Source: an optimization exercise on an open RTL-to-GDS flow (aim: small area and a short achievable clock period). Production flows keep margins and buffers that such runs may drop. In this exercise RTL edits were held to simulation tests only and were not proved equivalent to the original. Power and IR drop assume default switching activity.

===== design/flow/design.v =====
package heap_pkg;
	localparam int DATA_W = 16;
	typedef logic [DATA_W-1:0] data_t;
endpackage
`timescale 1ns/1ps
module streaming_heap (
	input  logic            clk,
	input  logic            rst,
	input  logic            fs,
	input  logic            rec_en,
	input  heap_pkg::data_t data_in,
	output heap_pkg::data_t data_out,
	output logic            out_valid,
	output logic            ready
);
	localparam int DW = heap_pkg::DATA_W;
	localparam int BW = DW / 2;
	function automatic [1:0] cmp8;
		input [7:0] a;
		input [7:0] b;
		reg [7:0] l;
		reg [7:0] g;
		reg t;
		integer i;
		integer w;
		begin
			l = ~a & b;
			g = ~a | b;
			for (w = 1; w < 8; w = w * 2)
				for (i = 0; i < 8; i = i + 2 * w)
				begin
					t = l[i+2*w-1];
					l[i+2*w-1] = t | (g[i+2*w-1] & l[i+w-1]);
					g[i+2*w-1] = t | (g[i+2*w-1] & g[i+w-1]);
				end
			cmp8 = {l[7], g[7]};
		end
	endfunction
	function automatic lt_lo;
		input [1:0] hi;
		input [7:0] a;
		input [7:0] b;
		reg [1:0] lo;
		begin
			lo = cmp8(a, b);
			lt_lo = hi[1] | (hi[0] & lo[1]);
		end
	endfunction
	function automatic lt;
		input [DW-1:0] a;
		input [DW-1:0] b;
		begin
			lt = lt_lo(cmp8(a[15:8], b[15:8]), a[7:0], b[7:0]);
		end
	endfunction
	logic          fs_s;
	logic          fs_d;
	logic [DW-1:0] din_q;
	logic          rec_q;
	logic          clr;
	logic [5:0]    ccnt;
	logic          accept;
	logic [2:0]    cnt;
	logic [2:0]    cnt_n;
	logic          clr_n;
	logic          ph;
	logic          sw;
	logic          pol;
	logic          pol1;
	logic          pol2;
	logic          pol3;
	logic          pa1;
	logic          pa3;
	always_ff @(posedge clk)
	begin
		din_q <= data_in;
		rec_q <= rec_en;
		if (rst)
		begin
			fs_s <= 1'b0;
			fs_d <= 1'b0;
			cnt <= '0;
		end
		else
		begin
			fs_s <= fs;
			fs_d <= fs_s;
			cnt <= cnt + 1'b1;
		end
	end
	always_ff @(posedge clk)
	begin
		if (rst)
		begin
			clr <= 1'b1;
			ccnt <= '0;
			ready <= 1'b0;
		end
		else if (clr)
		begin
			ccnt <= ccnt + 1'b1;
			if (&ccnt)
			begin
				clr <= 1'b0;
				ready <= 1'b1;
			end
		end
	end
	assign accept = fs_s & ~fs_d & ready;
	assign ph = cnt[0];
	assign cnt_n = rst ? 3'd0 : cnt + 1'b1;
	assign clr_n = rst | (clr & ~(&ccnt));
	assign sw = cnt[1];
	assign pol = cnt[2];
	always_ff @(posedge clk)
	begin
		pol1 <= pol;
		pol2 <= pol1;
		pol3 <= pol2;
		pa1 <= pol1;
		pa3 <= pol3;
	end
	logic [7:0]           sv;      
	logic [7:0][6:0]      sp;      
	logic [7:0][31:0]     rsel;    
	logic [7:0][DW-1:0]   ss;      
	logic [7:0][DW-1:0]   sc0;     
	logic [7:0][DW-1:0]   sc1;     
	logic [7:0][1:0]      hc10;
	logic [7:0][1:0]      hc0s;
	logic [7:0][1:0]      hc1s;
	logic [7:0]           wbv;
	logic [7:0][6:0]      wba;
	logic [7:0][DW-1:0]   wbd;
	logic [7:0][DW-1:0]   wbn;     
	logic [248*BW-1:0]    ytap;
	logic [DW-1:0]   root;
	logic [2*DW-1:0] h1;
	logic [4*DW-1:0] h2;
	logic          in_less;
	logic          ins_pend;
	logic          go0;
	logic          r_gr;
	logic          r_wins;
	logic [DW-1:0] r_min;
	logic          r_vb;
	logic          r_grq;
	logic          r_lt10;
	logic          r_lt0s;
	logic          r_lt1s;
	logic [DW-1:0] l2c0;
	logic [DW-1:0] l2c1;
	assign in_less = lt(din_q, root);
	assign go0 = ins_pend & ~ph;
	always_ff @(posedge clk)
	begin
		if (rst)
		begin
			out_valid <= 1'b0;
			ins_pend <= 1'b0;
		end
		else
		begin
			out_valid <= accept;
			if (accept)
				ins_pend <= rec_q & ~in_less;
			else if (go0)
				ins_pend <= 1'b0;
		end
		data_out <= in_less ? din_q : root;
	end
	always_ff @(posedge clk)
	begin
		r_lt10 <= lt(h1[DW +: DW], h1[0 +: DW]);
		r_lt0s <= lt(h1[0 +: DW], din_q);
		r_lt1s <= lt(h1[DW +: DW], din_q);
	end
	assign r_gr = r_lt10;
	assign r_min = r_gr ? h1[DW +: DW] : h1[0 +: DW];
	assign r_wins = r_gr ? r_lt1s : r_lt0s;
	always_ff @(posedge clk)
	begin
		if (clr)
			root <= '0;
		else if (go0)
			root <= r_wins ? r_min : din_q;
	end
	always_ff @(posedge clk)
	begin
		if (rst)
			r_vb <= 1'b0;
		else
			r_vb <= go0 & r_wins;
		r_grq <= r_gr;
	end
	always_ff @(posedge clk)
	begin
		if (rst)
			sv[1] <= 1'b0;
		else
			sv[1] <= r_vb;
		if (r_vb)
		begin
			sp[1] <= 7'(r_grq);
			rsel[1] <= {30'd0, r_grq, ~r_grq};
			ss[1] <= din_q;
		end
		sc0[1] <= l2c0;
		sc1[1] <= l2c1;
		hc10[1] <= cmp8(l2c1[15:8], l2c0[15:8]);
		hc0s[1] <= cmp8(l2c0[15:8], din_q[15:8]);
		hc1s[1] <= cmp8(l2c1[15:8], din_q[15:8]);
	end
	assign l2c0 = r_grq ? h2[2*DW +: DW] : h2[0 +: DW];
	assign l2c1 = r_grq ? h2[3*DW +: DW] : h2[DW +: DW];
	for (genvar k = 1; k <= 6; k++)
	begin : g_st
		logic          gr;
		logic          wins;
		logic [DW-1:0] nv;
		logic          grq;
		logic          vb;
		assign gr = lt_lo(hc10[k], sc1[k][7:0], sc0[k][7:0]);
		assign wins = gr ? lt_lo(hc1s[k], sc1[k][7:0], ss[k][7:0])
		                 : lt_lo(hc0s[k], sc0[k][7:0], ss[k][7:0]);
		assign nv = wins ? (gr ? sc1[k] : sc0[k]) : ss[k];
		always_ff @(posedge clk)
		begin
			if (rst)
				vb <= 1'b0;
			else
				vb <= sv[k] & wins;
			grq <= gr;
		end
		if (k == 1) begin : g_w1
			always_ff @(posedge clk)
			begin
				for (int i = 0; i < 2; i++)
					if (clr || (sv[1] && sp[1][0] == 1'(i)))
						h1[i*DW +: DW] <= clr ? '0 : nv;
			end
		end
		else if (k == 2) begin : g_w2
			always_ff @(posedge clk)
			begin
				for (int i = 0; i < 4; i++)
					if (clr || (sv[2] && sp[2][1:0] == 2'(i)))
						h2[i*DW +: DW] <= clr ? '0 : nv;
			end
		end
		else begin : g_wb
			always_ff @(posedge clk)
			begin
				if (rst)
					wbv[k] <= 1'b0;
				else if (sv[k])
					wbv[k] <= 1'b1;
				if (sv[k])
				begin
					wba[k] <= sp[k];
					wbd[k] <= nv;
				end
			end
			assign wbn[k] = sv[k] ? nv : wbd[k];
		end
		if (k == 6) begin : g_leaf
			always_ff @(posedge clk)
			begin
				if (rst)
					wbv[7] <= 1'b0;
				else if (sv[6] & wins)
					wbv[7] <= 1'b1;
				if (sv[6] & wins)
				begin
					wba[7] <= 7'({sp[6][5:0], gr});
					wbd[7] <= ss[6];
				end
			end
			assign wbn[7] = (sv[6] & wins) ? ss[6] : wbd[7];
		end
		else begin : g_gc
			localparam int N = 1 << k;
			localparam int GL = k + 2;
			localparam int OFS = ((1 << GL) - 8) * BW;
			logic [4*BW-1:0] tap;
			logic [BW-1:0]   gh0;
			logic [BW-1:0]   gh1;
			logic [BW-1:0]   lo0;
			logic [BW-1:0]   lo1;
			logic [DW-1:0]   m0;
			logic [DW-1:0]   m1;
			logic [DW-1:0]   n0;
			logic [DW-1:0]   n1;
			always_comb
			begin
				tap = '0;
				for (int i = 0; i < N; i++)
					if (rsel[k][i])
						tap = tap | ytap[OFS + 4*i*BW +: 4*BW];
			end
			logic [4*BW-1:0] g4;
			logic [BW-1:0]   s0;
			logic [BW-1:0]   s1;
			logic [BW-1:0] r0;
			logic [BW-1:0] r1;
			always_ff @(posedge clk)
				g4 <= tap;
			assign r0 = (grq ? g4[2*BW +: BW] : g4[0 +: BW]) ^ {{4{pa1}}, {4{pa3}}};
			assign r1 = (grq ? g4[3*BW +: BW] : g4[BW +: BW]) ^ {{4{pa1}}, {4{pa3}}};
			assign gh0 = sw ? r0 : {r0[3:0], r0[7:4]};
			assign gh1 = sw ? r1 : {r1[3:0], r1[7:4]};
			assign s0 = (grq ? tap[2*BW +: BW] : tap[0 +: BW]) ^ {{4{pol1}}, {4{pol3}}};
			assign s1 = (grq ? tap[3*BW +: BW] : tap[BW +: BW]) ^ {{4{pol1}}, {4{pol3}}};
			assign lo0 = sw ? {s0[3:0], s0[7:4]} : s0;
			assign lo1 = sw ? {s1[3:0], s1[7:4]} : s1;
			assign m0 = {gh0, lo0};
			assign m1 = {gh1, lo1};
			logic       fv;
			logic [6:0] fa;
			logic [3:0] hit;
			if (GL == 7) begin : g_f7
				assign fv = wbv[7];
				assign fa = wba[7];
			end
			else begin : g_fn
				assign fv = wbv[GL] | sv[GL];
				assign fa = sv[GL] ? sp[GL] : wba[GL];
			end
			always_ff @(posedge clk)
			begin
				for (int j = 0; j < 4; j++)
					hit[j] <= fv && fa[GL-1:0] == (GL)'({sp[k][k-1:0], 2'(j)});
			end
			assign n0 = (grq ? hit[2] : hit[0]) ? wbd[GL] : m0;
			assign n1 = (grq ? hit[3] : hit[1]) ? wbd[GL] : m1;
			always_ff @(posedge clk)
			begin
				if (rst)
					sv[k+1] <= 1'b0;
				else
					sv[k+1] <= vb;
				sc0[k+1] <= n0;
				sc1[k+1] <= n1;
				hc10[k+1] <= cmp8(n1[15:8], n0[15:8]);
				hc0s[k+1] <= cmp8(n0[15:8], ss[k][15:8]);
				hc1s[k+1] <= cmp8(n1[15:8], ss[k][15:8]);
				if (vb)
				begin
					sp[k+1] <= 7'({sp[k][k-1:0], grq});
					for (int i = 0; i < N && k < 5; i++)
					begin
						rsel[k+1][2*i] <= rsel[k][i] & ~grq;
						rsel[k+1][2*i+1] <= rsel[k][i] & grq;
					end
					ss[k+1] <= ss[k];
				end
			end
		end
	end
	for (genvar k = 3; k <= 7; k++)
	begin : g_mem
		localparam int N = 1 << k;
		localparam int OFS = (N - 8) * BW;
		localparam int LB = k / 2;
		localparam int HB = k - LB;
		logic [3:0]      wnib;
		logic [3:0]      wn;
		logic [N*4-1:0]  w0;
		logic [N*4-1:0]  w1;
		logic [N*4-1:0]  w2;
		logic [N*4-1:0]  w3;
		logic            ec;
		logic            ev;
		logic [6:0]      ea;
		logic [DW-1:0]   ed;
		logic [1:0]      eph;
		logic            epol;
		logic [(1<<HB)-1:0] weh;
		logic [(1<<LB)-1:0] wel;
		if (k == 7) begin : g_e7
			assign ec = clr;
			assign ev = wbv[7];
			assign ea = wba[7];
			assign ed = wbd[7];
		end
		else begin : g_en
			assign ec = clr_n;
			assign ev = wbv[k] | sv[k];
			assign ea = sv[k] ? sp[k] : wba[k];
			assign ed = wbn[k];
		end
		assign eph = cnt_n[1:0];
		assign epol = cnt_n[2];
		always_comb
		begin
			case (eph)
				2'd0: wn = ed[7:4];
				2'd1: wn = ed[15:12];
				2'd2: wn = ed[3:0];
				default: wn = ed[11:8];
			endcase
			if (ec)
				wn = '0;
			wn = wn ^ {4{epol}};
		end
		always_ff @(posedge clk)
		begin
			wnib <= wn;
			for (int j = 0; j < (1 << HB); j++)
				weh[j] <= ec || (ev && ea[k-1:LB] == (HB)'(j));
			for (int j = 0; j < (1 << LB); j++)
				wel[j] <= ec || ea[LB-1:0] == (LB)'(j);
		end
		always_ff @(posedge clk)
		begin
			for (int i = 0; i < N; i++)
			begin
				if (weh[i >> LB] && wel[i & ((1 << LB) - 1)])
					w0[i*4 +: 4] <= wnib;
				else
					w0[i*4 +: 4] <= ~w3[i*4 +: 4];
			end
			w1 <= w0;
			w2 <= w1;
			w3 <= w2;
		end
		for (genvar i = 0; i < N; i++)
		begin : g_tap
			assign ytap[OFS + i*BW +: BW] = {w0[i*4 +: 4], w2[i*4 +: 4]};
		end
	end
endmodule

===== design/flow/run.sh =====
#!/bin/bash
# synth_recipe.tcl (not shown) runs the flow's synth.tcl, then flattens the netlist and writes it again
# the make line also repeats each setting of config.mk as NAME=value (left out here)
make -C /OpenROAD-flow-scripts/flow DESIGN_CONFIG=/design/flow/config.mk WORK_HOME=/design/flow/orfs CLKGATE_MAP_FILE= SYNTH_SCRIPT=/design/flow/synth_recipe.tcl finish

===== design/flow/config.mk =====
export PLATFORM = sky130hd
export DESIGN_NAME = streaming_heap
export DESIGN_NICKNAME = streaming_heap
export VERILOG_FILES = /design/flow/design.v
export SDC_FILE = /design/flow/constraint.sdc
export NUM_CORES = 4
export LEC_CHECK = 0
export ABC_AREA = 1
export CAP_MARGIN = 20
export CORE_MARGIN = 2
export CORE_UTILIZATION = 62
export CTS_CLUSTER_DIAMETER = 85
export CTS_CLUSTER_SIZE = 25
export SETUP_SLACK_MARGIN = 3.2
export SLEW_MARGIN = 20

===== design/flow/constraint.sdc =====
create_clock -name core_clock -period 6.0 [get_ports {clk}]
set_input_delay 1.2000 -clock core_clock [delete_from_list [all_inputs] [get_ports {clk}]]
set_output_delay 1.2000 -clock core_clock [all_outputs]
set_load 0.01 [all_outputs]

==> impl.org <==
** GRT
- Global-route usage over all layers :: 34.07%
- The first global-routing pass estimated 618.6 mm of wire.
- The total overflow left after global routing is 0.
- The number of antenna violations at the first check in global routing came to 12.
- Vias in the first global route :: 95830
- Maximum number of pins on one net before global-route repair :: 129

** Critical path
- Critical path's slowest cell :: nor4_2
- Largest stage delay, worst path :: 0.47 ns
- Type of element launching the critical path :: flip-flop
- Counting stages on the worst path, the most repeated cell is nand3_1.
- Largest fanout on the critical path :: 19
- Cell breakdown of the critical path :: buf_6, buf_4, a22o_1, nor4_2, nand3_2, o21ai_1, or2_2, nand3_1, nand3_1, o21ai_0
- STA puts the critical path data required time at 6.76 ns.
- By startpoint and endpoint, the worst setup path is classified as flip-flop to flip-flop.
- Crit end category :: flip-flop
- Data on the critical path arrives at its endpoint at 3.56 ns.

** CTS
- TritonCTS clock tree :: yes
- Worst-path clk slew :: 0.10 ns
- Largest buffer count on any clock path :: 3
- The later pin in the worst-skew pair is clocked with a latency of 0.94 ns.
- CTS H-Tree Depth :: 4
- Clock root buffer master :: clkbuf_16
- TritonCTS Buffers :: 222
- TritonCTS sink count :: 4935

** Placed design
- Half-perimeter wire length after detailed placement :: 289.3 mm
- Routability-driven placement congestion ratio :: 0.9514
- Buffers placed on the I/O ports in this run total 37.

** Pwr
- Maximum VDD drop :: 343.4 uV
- In this run the static leakage power is 67.80 nW.
- Dividing total power by cell area gives a power density of 400.0 mW/mm^2.

** STA
- Measured against its own limit, the worst slew margin works out to 18.57%.
- The routed design could run at a clock period as short as 2.799 ns.
- Period Utilization, post-route :: 46.65%
- Setup repair after global routing could not meet its margin everywhere.
- Based on the critical path, the design can be clocked at up to 357.3 MHz.
- Final hold analysis gives a worst-case slack of 0.2699 ns.
- The number of pins exceeding their max-slew limit in the final report is 0.
- After routing, the total negative slack on setup checks comes to 0 ns.
- The clock arrives with 0.07658 ns of skew.
- At the pin with the least slew margin, the transition time is 1.220 ns.
- Final Hold Vio Count :: 0
- Setup violations remaining at the end of the flow were counted as 0.

** Drt
- For this block, the initial DRC count from the detailed router was 10870.
- Once detail routing completed, the nets flagged for antenna violations numbered 0.
- After detailed routing, the number of remaining DRC violations is 0.
- The final layout contains routed wiring with a total length of 421.7 mm.
- After detailed routing, the average wire length per cell comes to 24.08 um.
- For this block, the via count after detailed routing is 100200.
- The first detailed-routing pass took 6 iterations.
- Using the TritonRoute via totals, the vias-per-cell ratio works out to 5.724.

** Logic synthesis
- Syn_nets :: 14390
- Synthesis handed over a netlist of 14370 instances.
- In this run the cell area of the synthesized design comes to 0.1464 mm^2.
- Portion of the post-synthesis area used by sequential elements :: 69.49%
- For this run, the leading register cell type out of synthesis is dfxtp_1.
- Async set-reset flop share out of synthesis :: 0%
- For this run, the number of Yosys warnings is 1.
- In this run the mean area of a mapped cell was 10.19 um^2.
- In this run, synthesis inferred 297 flip-flops with an integrated enable.
- Yosys reg bits :: 4935
- Number of distinct library cells after synthesis :: 63

** Floorplanning
- The floorplan has 178 rows.
- In this run the standard cell core region covers 0.2350 mm^2.
- In this run the count of I/O pins placed on the die edge is 38.
- Floorplan die height :: 490.0 um
- The die is 490.0 um wide.
- Effective utilization at floorplan :: 62.33%
- The die covers 0.2401 mm^2.

** Layout
- Share of post-route cells with drive strength above 1 :: 6.233%
- Relative to the synthesized area, the layout overhead comes to 7.702%.
- Fin nets :: 14310

** Run status
- The run finished with no timing, DRC or antenna violations.

** Hold path
- The worst hold path belongs to the class flip-flop to flip-flop.

** Flow run
- Max-cap check violation count :: 0
-- layout make-up --
| cell class | count | area, um^2 |
|---|---|---|
| antenna | 3 | 7.507 |
| clock buffer | 263 | 5709 |
| clock inverter | 36 | 636.9 |
| fill | 18180 | 77240 |
| inverter | 828 | 3144 |
| multi-input combinational | 8022 | 40010 |
| sequential | 4935 | 101800 |
| tap | 3150 | 3941 |
| timing repair buffer | 273 | 2429 |
| timing repair inverter | 1 | 7.507 |
-- layout by cell type (no fill, tap or decap), types with 70 or more instances in the layout --
master	n
nand4_1	117
or2_2	70
nand2_1	2855
a21oi_1	1143
o21ai_0	519
inv_1	786
o211ai_1	100
o21ai_1	85
clkbuf_16	223
nor2_1	1398
xor2_1	118
a22o_1	462
buf_4	195
nand3_1	471
edfxtp_1	297
a221oi_1	112
dfxtp_1	4602
-- synth_stat cells (all sizes together) (25+ instances only) --
library cell,instances,area share [%]
buf,130,0.52
or2,78,0.33
o211ai,100,0.51
inv,821,2.1
nand4,117,0.50
nor3,29,0.10
xor2,118,0.71
o21ai,615,2.1
mux2i,25,0.17
nor2,1416,3.6
a21oi,1178,4.1
edfxtp,297,6.1
a31oi,64,0.27
nand2,2945,7.8
a221oi,127,0.76
dfxtp,4638,63
o22ai,45,0.19
nor4,48,0.21
clkbuf,460,1.2
a22o,462,2.8
a21boi,42,0.23
nand3,503,1.8
-- flip-flops by register name (all words and copies together) (netlist names), 20 cells and up --
name	count
g_mem.w0	992
g_mem.w1	992
g_mem.w2	992
g_mem.w3	992
g_mem.weh	40
g_mem.wel	26
g_mem.wnib	20
g_st.g_gc.g4	160
g_st.g_gc.hit	20
h1	32
h2	64
rsel	61
sc0	96
sc1	96
sp	21
ss	96
wba	25
wbd	80
-- path summary, 6_finish.rpt --
kind,endpoint,cells after the start,slack (ns),start
setup / recovery,sc1[97],10,3.20,rsel[181]
hold reg to reg,g_mem[7].w2[271],0,0.27,g_mem[7].w1[271]
hold / removal,g_mem[7].w2[271],0,0.27,g_mem[7].w1[271]
setup reg to reg,sc1[97],10,3.20,rsel[181]
-- per-stage QoR --
step	total power, W	setup slack (ns)	instances	cell area, um^2	util (%)
global route	0.06551	3.168	17510	157700	67.13
global placement	0.04571	2.301	17110	149500	63.61
CTS	0.06257	3.124	17450	156500	66.61
finish	0.06309	3.201	17510	157700	67.13
floorplan	0.04313	3.264	14370	146400	-
detailed placement	0.04587	2.358	17110	149500	63.62
-- timing repair --
action                                  4_1_cts  5_1_grt
hold buffers                                  0        0
setup buffers                                42       51
endpoints found under the setup margin      221      216
cloned                                        1        5
pin swaps                                     7       24
gates resized for setup                     113      184
-- worst max-delay path, delay by kind of cell (launching register included) --
kind,cells,cell delay (ns)
AND/OR/NAND/NOR,5,1.08
AO/OA/AOI/OAI,3,0.55
buffers and inverters,2,0.48
flip-flops,1,0.46
-- layer usage --
metal / track usage, % / part of all wire [%] / vias to the layer above
met4: 9.735 / 3.2 / 2
met3: 5.031 / 8.7 / 680
li1: - / - / 46810
met2: 51.96 / 43 / 4276
met1: 50.51 / 45 / 48450
met5: 0 / 0.0031 / -
-- where the power goes --
part	switching, W	internal [W]	leakage, nW
Clock	0.0102	0.00694	3.05
Sequential	0.00132	0.0354	40.8
Combinational	0.00618	0.00306	23.9
Total	0.0177	0.0454	67.8
-- logic make-up (layout without fill, tap and decap cells) --
family	count (synthesis)	count (layout)	synth area share, %
AND/OR/NAND/NOR	5166	5169	14.47
flip-flops	4935	4935	69.49
AO/OA/AOI/OAI	2698	2699	11.25
buffers and inverters	1418	1401	3.831
XOR/XNOR	127	127	0.7595
multiplexers	25	25	0.1734
adder cells (fa/ha/maj)	2	2	0.01708
other	0	3	0

## port drivers added, routing unchanged
How much do the figures lean on ideal ports? The routed layout below was timed once more, with nothing changed but the port constraints. Step 1, drivers: a clkbuf_16 drives clk and a buf_2 each remaining input, both assumed. Step 2 adds t to the input delays and takes it off the output delays; t is the mean of the earliest and latest rising clock arrival at the registers after step 1. Input paths then give back, and output paths get back, about the clock's delay inside the block. Slacks: no drivers / after step 1 / after step 2; pairs: no drivers / after step 1.
t (ns): 0.993
setup WS [ns]: 3.201 / 3.159 / 2.422
cell pins on the clock port's net: 1
After both steps setup and hold are still met in this run. For this run, drivers alone change the setup slack by -0.042 ns; drivers and shift together by -0.779 ns.
